From an optimization exercise on the open Yosys and OpenROAD flow, aimed at small area, a short achievable clock period and few clock cycles per item; shortcuts taken in it are not production practice.
In this exercise RTL edits were held to simulation tests only and were not proved equivalent to the original.
No activity file was given, so power comes from the tool's default toggle rates.

==> flow/design.v <==
module lkst_top
(
    input  logic        clk,
    input  logic        rst_n,
    input  logic        in_valid,
    output logic        in_ready,
    input  logic        in_action,
    input  logic [31:0] in_now_tick,
    input  logic [7:0]  in_protocol,
    input  logic [31:0] in_sensor_id,
    input  logic [7:0]  in_channel,
    input  logic [15:0] in_temperature,
    input  logic [7:0]  in_humidity,
    input  logic [1:0]  in_battery,
    input  logic [2:0]  in_read_slot,
    output logic        out_valid,
    input  logic        out_ready,
    output logic [2:0]  out_slot_index,
    output logic        out_key_hit,
    output logic        out_evicted,
    output logic [3:0]  out_fill_count,
    output logic        out_slot_valid,
    output logic [7:0]  out_protocol,
    output logic [31:0] out_sensor_id,
    output logic [7:0]  out_channel,
    output logic [15:0] out_temperature,
    output logic [7:0]  out_humidity,
    output logic [1:0]  out_battery,
    output logic [31:0] out_age_ticks
);
    localparam int N = 8;
    logic [N-1:0]        r_valid;
    logic [N-1:0][47:0]  r_key;
    logic [N-1:0][25:0]  r_pay;
    logic [N-1:0][31:0]  r_seen;
    logic [N-1:0][N-1:0] r_old;
    logic [3:0]          r_count;
    logic                r_pv;
    logic                r_act;
    logic [47:0]         r_ikey;   
    logic [25:0]         r_ipay;
    logic [31:0]         r_tick;
    logic [2:0]          r_rslot;
    logic [N-1:0]        r_hoh;    
    logic                r_hit;    
    logic [N-1:0]        r_rsel;   
    logic [N-1:0]        r_tlt;    
    logic [N-1:0]        r_tgt;    
    logic [N-1:0]        r_lru;    
    logic                r_ovld;
    logic [2:0]          r_oslot;
    logic                r_ohit;
    logic                r_oevict;
    logic                r_osv;
    logic [47:0]         r_okey;
    logic [25:0]         r_opay;
    logic [31:0]         r_oage;
    logic [47:0]         key;
    logic                accept;
    logic                out_free;
    logic                fire;
    logic                up;
    logic [N-1:0]        eq;
    logic [N-1:0]        mv;
    logic                eq_prev;
    logic [N-1:0]        hit_oh;
    logic [N-1:0]        free_oh;
    logic [N-1:0]        lru_oh;
    logic [N-1:0]        slot_oh;
    logic [2:0]          slot;
    logic                hit;
    logic                full;
    logic [N-1:0]        wen;
    logic [N-1:0]        t_lt;    
    logic [N-1:0]        t_gt;    
    logic                f_lt;    
    logic                f_gt;
    logic [N-1:0]        lru_next;
    logic [47:0]         rd_key;
    logic [25:0]         rd_pay;
    logic                rd_valid;
    logic [N-1:0]        in_rdec;
    logic [31:0]         in_seen;
    function automatic logic [N-1:0] first1(logic [N-1:0] v);
        logic         seen;
        first1 = '0;
        seen   = 1'b0;
        for (int i = 0; i < N; i++) begin
            first1[i] = v[i] && !seen;
            seen      = seen || v[i];
        end
    endfunction
    function automatic logic [1:0] cmp31(logic [30:0] a, logic [30:0] b);
        logic [31:0] g;
        logic [31:0] l;
        g = {1'b0, a & ~b};
        l = {1'b0, ~a & b};
        for (int w = 16; w >= 1; w = w / 2) begin
            for (int i = 0; i < w; i++) begin
                g[i] = g[2*i+1] | (!l[2*i+1] & g[2*i]);
                l[i] = l[2*i+1] | (!g[2*i+1] & l[2*i]);
            end
        end
        cmp31 = {g[0], l[0]};
    endfunction
    function automatic logic [31:0] sub32(logic [31:0] a, logic [31:0] b);
        logic [31:0] p;
        logic [31:0] g;
        logic [31:0] pn;
        logic [31:0] gn;
        p = a ^ ~b;
        g = a & ~b;
        g[0] = g[0] | p[0];
        for (int d = 1; d < 32; d = d * 2) begin
            pn = p;
            gn = g;
            for (int i = d; i < 32; i++) begin
                gn[i] = g[i] | (p[i] & g[i-d]);
                pn[i] = p[i] & p[i-d];
            end
            p = pn;
            g = gn;
        end
        sub32 = (a ^ ~b) ^ {g[30:0], 1'b1};
    endfunction
    assign key      = {in_protocol, in_sensor_id, in_channel};
    assign out_free = !r_ovld || out_ready;
    assign fire     = r_pv && out_free;
    assign in_ready = !r_pv || out_free;
    assign accept   = in_valid && in_ready;
    assign up       = fire && !r_act;
    always_comb begin
        for (int j = 0; j < N; j++) begin
            eq[j] = r_key[j] == key;
        end
    end
    assign eq_prev = r_ikey == key;
    always_comb begin
        for (int j = 0; j < N; j++) begin
            mv[j] = wen[j] ? eq_prev : (r_valid[j] && eq[j]);
        end
    end
    assign hit     = r_hit;
    assign full    = &r_valid;
    assign hit_oh  = r_hoh;
    assign free_oh = first1(~r_valid);
    function automatic logic [N-1:0] lru_steps(logic [N-1:0] p0, int lo, int hi,
                                               logic [N-1:0][N-1:0] old);
        logic [N-1:0] p;
        logic         take;
        p = p0;
        for (int i = 1; i < N; i++) begin
            if (i >= lo && i <= hi) begin
                take = |(p & old[i]);
                if (take) begin
                    p = '0;
                    p[i] = 1'b1;
                end
            end
        end
        lru_steps = p;
    endfunction
    function automatic logic [N-1:0] lru_pick(logic [N-1:0][N-1:0] old);
        logic [N-1:0] q;
        logic [N-1:0] r;
        q = lru_steps(8'b1, 1, 3, old);
        lru_pick = '0;
        for (int c = 0; c < 4; c++) begin
            r = lru_steps(8'(1 << c), 4, 7, old);
            lru_pick = lru_pick | (r & {N{q[c]}});
        end
    endfunction
    always_comb begin : lru_after
        logic [N*N-1:0] m;
        lru_next = '0;
        for (int k = 0; k < N; k++) begin
            m = r_old;
            for (int j = 0; j < k; j++) m[k*N+j] = r_tlt[j];
            for (int i = k + 1; i < N; i++) m[i*N+k] = r_tgt[i];
            lru_next = lru_next | (lru_pick(m) & {N{wen[k]}});
        end
    end
    assign lru_oh = r_lru;
    assign slot_oh = hit ? hit_oh : (!full ? free_oh : lru_oh);
    assign wen     = up ? slot_oh : '0;
    always_comb begin
        slot = '0;
        for (int i = 0; i < N; i++) begin
            if (slot_oh[i]) slot = slot | 3'(i);
        end
    end
    always_comb begin : tick_cmp
        logic [1:0] c;
        logic       x;
        for (int j = 0; j < N; j++) begin
            c = cmp31(in_now_tick[30:0], r_seen[j][30:0]);
            x = in_now_tick[31] ^ r_seen[j][31];
            t_lt[j] = x ^ c[0];
            t_gt[j] = x ^ c[1];
        end
        c = cmp31(in_now_tick[30:0], r_tick[30:0]);
        x = in_now_tick[31] ^ r_tick[31];
        f_lt = x ^ c[0];
        f_gt = x ^ c[1];
    end
    always_comb begin
        rd_key  = '0;
        rd_pay  = '0;
        for (int j = 0; j < N; j++) begin
            rd_key  = rd_key  | (r_key[j]  & {48{r_rsel[j]}});
            rd_pay  = rd_pay  | (r_pay[j]  & {26{r_rsel[j]}});
        end
    end
    assign rd_valid = |r_rsel;
    always_comb begin
        in_seen = '0;
        for (int j = 0; j < N; j++) begin
            in_rdec[j] = in_read_slot == 3'(j);
            in_seen    = in_seen | ((wen[j] ? r_tick : r_seen[j]) & {32{in_rdec[j]}});
        end
    end
    always_ff @(posedge clk) begin
        if (accept) begin
            r_act   <= in_action;
            r_ikey  <= in_action ? {16'b0, in_seen} : key;
            r_ipay  <= {in_temperature, in_humidity, in_battery};
            r_tick  <= in_now_tick;
            r_rslot <= in_read_slot;
            r_hoh   <= first1(mv);
            r_hit   <= |mv;
            for (int j = 0; j < N; j++) begin
                r_rsel[j] <= in_rdec[j] && (r_valid[j] || wen[j]);
                r_tlt[j]  <= wen[j] ? f_lt : t_lt[j];
                r_tgt[j]  <= wen[j] ? f_gt : t_gt[j];
            end
        end
        for (int j = 0; j < N; j++) begin
            if (wen[j]) begin
                r_key[j]  <= r_ikey;
                r_pay[j]  <= r_ipay;
                r_seen[j] <= r_tick;
            end
        end
        for (int i = 1; i < N; i++) begin
            for (int j = 0; j < i; j++) begin
                if (wen[i]) begin
                    r_old[i][j] <= r_tlt[j];
                end else if (wen[j]) begin
                    r_old[i][j] <= r_tgt[i];
                end
            end
        end
        if (|wen) begin
            r_lru <= lru_next;
        end
        if (fire) begin
            r_oslot  <= r_act ? r_rslot : slot;
            r_ohit   <= !r_act && hit;
            r_oevict <= !r_act && !hit && full;
            r_osv    <= !r_act || rd_valid;
            r_okey   <= r_act ? rd_key : r_ikey;
            r_opay   <= r_act ? rd_pay : r_ipay;
            r_oage   <= (r_act && rd_valid) ? sub32(r_tick, r_ikey[31:0]) : '0;
        end
    end
    always_ff @(posedge clk) begin
        if (!rst_n) begin
            r_valid <= '0;
            r_count <= '0;
            r_ovld  <= 1'b0;
            r_pv    <= 1'b0;
        end else begin
            r_valid <= r_valid | wen;
            if (up && !hit && !full) begin
                r_count <= r_count + 4'd1;
            end
            if (accept) begin
                r_pv <= 1'b1;
            end else if (fire) begin
                r_pv <= 1'b0;
            end
            if (fire) begin
                r_ovld <= 1'b1;
            end else if (out_ready) begin
                r_ovld <= 1'b0;
            end
        end
    end
    assign out_valid      = r_ovld;
    assign out_slot_index = r_oslot;
    assign out_key_hit    = r_ohit;
    assign out_evicted    = r_oevict;
    assign out_fill_count = r_count;
    assign out_slot_valid = r_osv;
    assign {out_protocol, out_sensor_id, out_channel} = r_okey;
    assign {out_temperature, out_humidity, out_battery} = r_opay;
    assign out_age_ticks  = r_oage;
endmodule
Settings: LEC_CHECK=0, CAP_MARGIN=20, CORE_MARGIN=2, CORE_UTILIZATION=45, SETUP_SLACK_MARGIN=2.0, SLEW_MARGIN=20; clock period 5.0 ns.
run.sh (not shown) runs the stock make flow with config.mk's settings and CLKGATE_MAP_FILE= SYNTH_SCRIPT=/design/flow/synth_recipe.tcl, a recipe that flattens the netlist after the stock synthesis.
Testbench counts at the start, summed over its fixed seeds: cycles 4,816, items 4,800.
Change:
--- a/flow/design.v
+++ b/flow/design.v
@@ -101,30 +101,10 @@
                 l[i] = l[2*i+1] | (!g[2*i+1] & l[2*i]);
             end
         end
         cmp31 = {g[0], l[0]};
     endfunction
-    function automatic logic [31:0] sub32(logic [31:0] a, logic [31:0] b);
-        logic [31:0] p;
-        logic [31:0] g;
-        logic [31:0] pn;
-        logic [31:0] gn;
-        p = a ^ ~b;
-        g = a & ~b;
-        g[0] = g[0] | p[0];
-        for (int d = 1; d < 32; d = d * 2) begin
-            pn = p;
-            gn = g;
-            for (int i = d; i < 32; i++) begin
-                gn[i] = g[i] | (p[i] & g[i-d]);
-                pn[i] = p[i] & p[i-d];
-            end
-            p = pn;
-            g = gn;
-        end
-        sub32 = (a ^ ~b) ^ {g[30:0], 1'b1};
-    endfunction
     assign key      = {in_protocol, in_sensor_id, in_channel};
     assign out_free = !r_ovld || out_ready;
     assign fire     = r_pv && out_free;
     assign in_ready = !r_pv || out_free;
     assign accept   = in_valid && in_ready;
@@ -258,11 +238,11 @@
             r_ohit   <= !r_act && hit;
             r_oevict <= !r_act && !hit && full;
             r_osv    <= !r_act || rd_valid;
             r_okey   <= r_act ? rd_key : r_ikey;
             r_opay   <= r_act ? rd_pay : r_ipay;
-            r_oage   <= (r_act && rd_valid) ? sub32(r_tick, r_ikey[31:0]) : '0;
+            r_oage   <= (r_act && rd_valid) ? r_tick - r_ikey[31:0] : '0;
         end
     end
     always_ff @(posedge clk) begin
         if (!rst_n) begin
             r_valid <= '0;
- cell area is about the same
- worst hold slack loses 0.012 ns
- clock-buffer cell count is lower by 11
- via count stays flat
- first-iteration DRC count is lower by 2.4%
- area after synthesis is about the same
- register-to-register slack gains 0.03 ns
- critical path depth is lower by 2
- sequential cell count stays the same
- setup slack gains 0.027 ns
- clock skew is higher by 0.0036 ns
- global-route usage is higher by 0.75 points
- total power is higher by about 0.64%
- die area barely changes
Testbench counts after the change, summed over its fixed seeds: cycles 4,816, items 4,800.

-- static timing again, ports no longer ideal --
The flow's constraints put no driver on any port. The routed layouts listed below were extracted and timed again, unchanged, in two steps. Step 1: set_driving_cell puts a clkbuf_16 on clk and a buf_2 on each other input, an assumption about the parent block. Step 2 times the ports against the registers' clock, not the clock port: input delays grow and output delays shrink by t, the midpoint of the rising clock arrivals with the driver on. Three values: ideal ports, drivers, drivers and shift; two values: the first two.
| run | t (ns) | slack for setup (ns) | worst setup path at the end | worst data-port slew with drivers (ns) | pins driven straight from the clock port |
|---|---|---|---|---|---|
| the first run | 0.864 | 1.641 / 1.641 / 1.011 | input to register | 0.16 | 1 |
| the second run | 0.869 | 1.668 / 1.668 / 1.038 | input to register | 0.18 | 1 |
After both steps setup and hold are still met in every run listed.
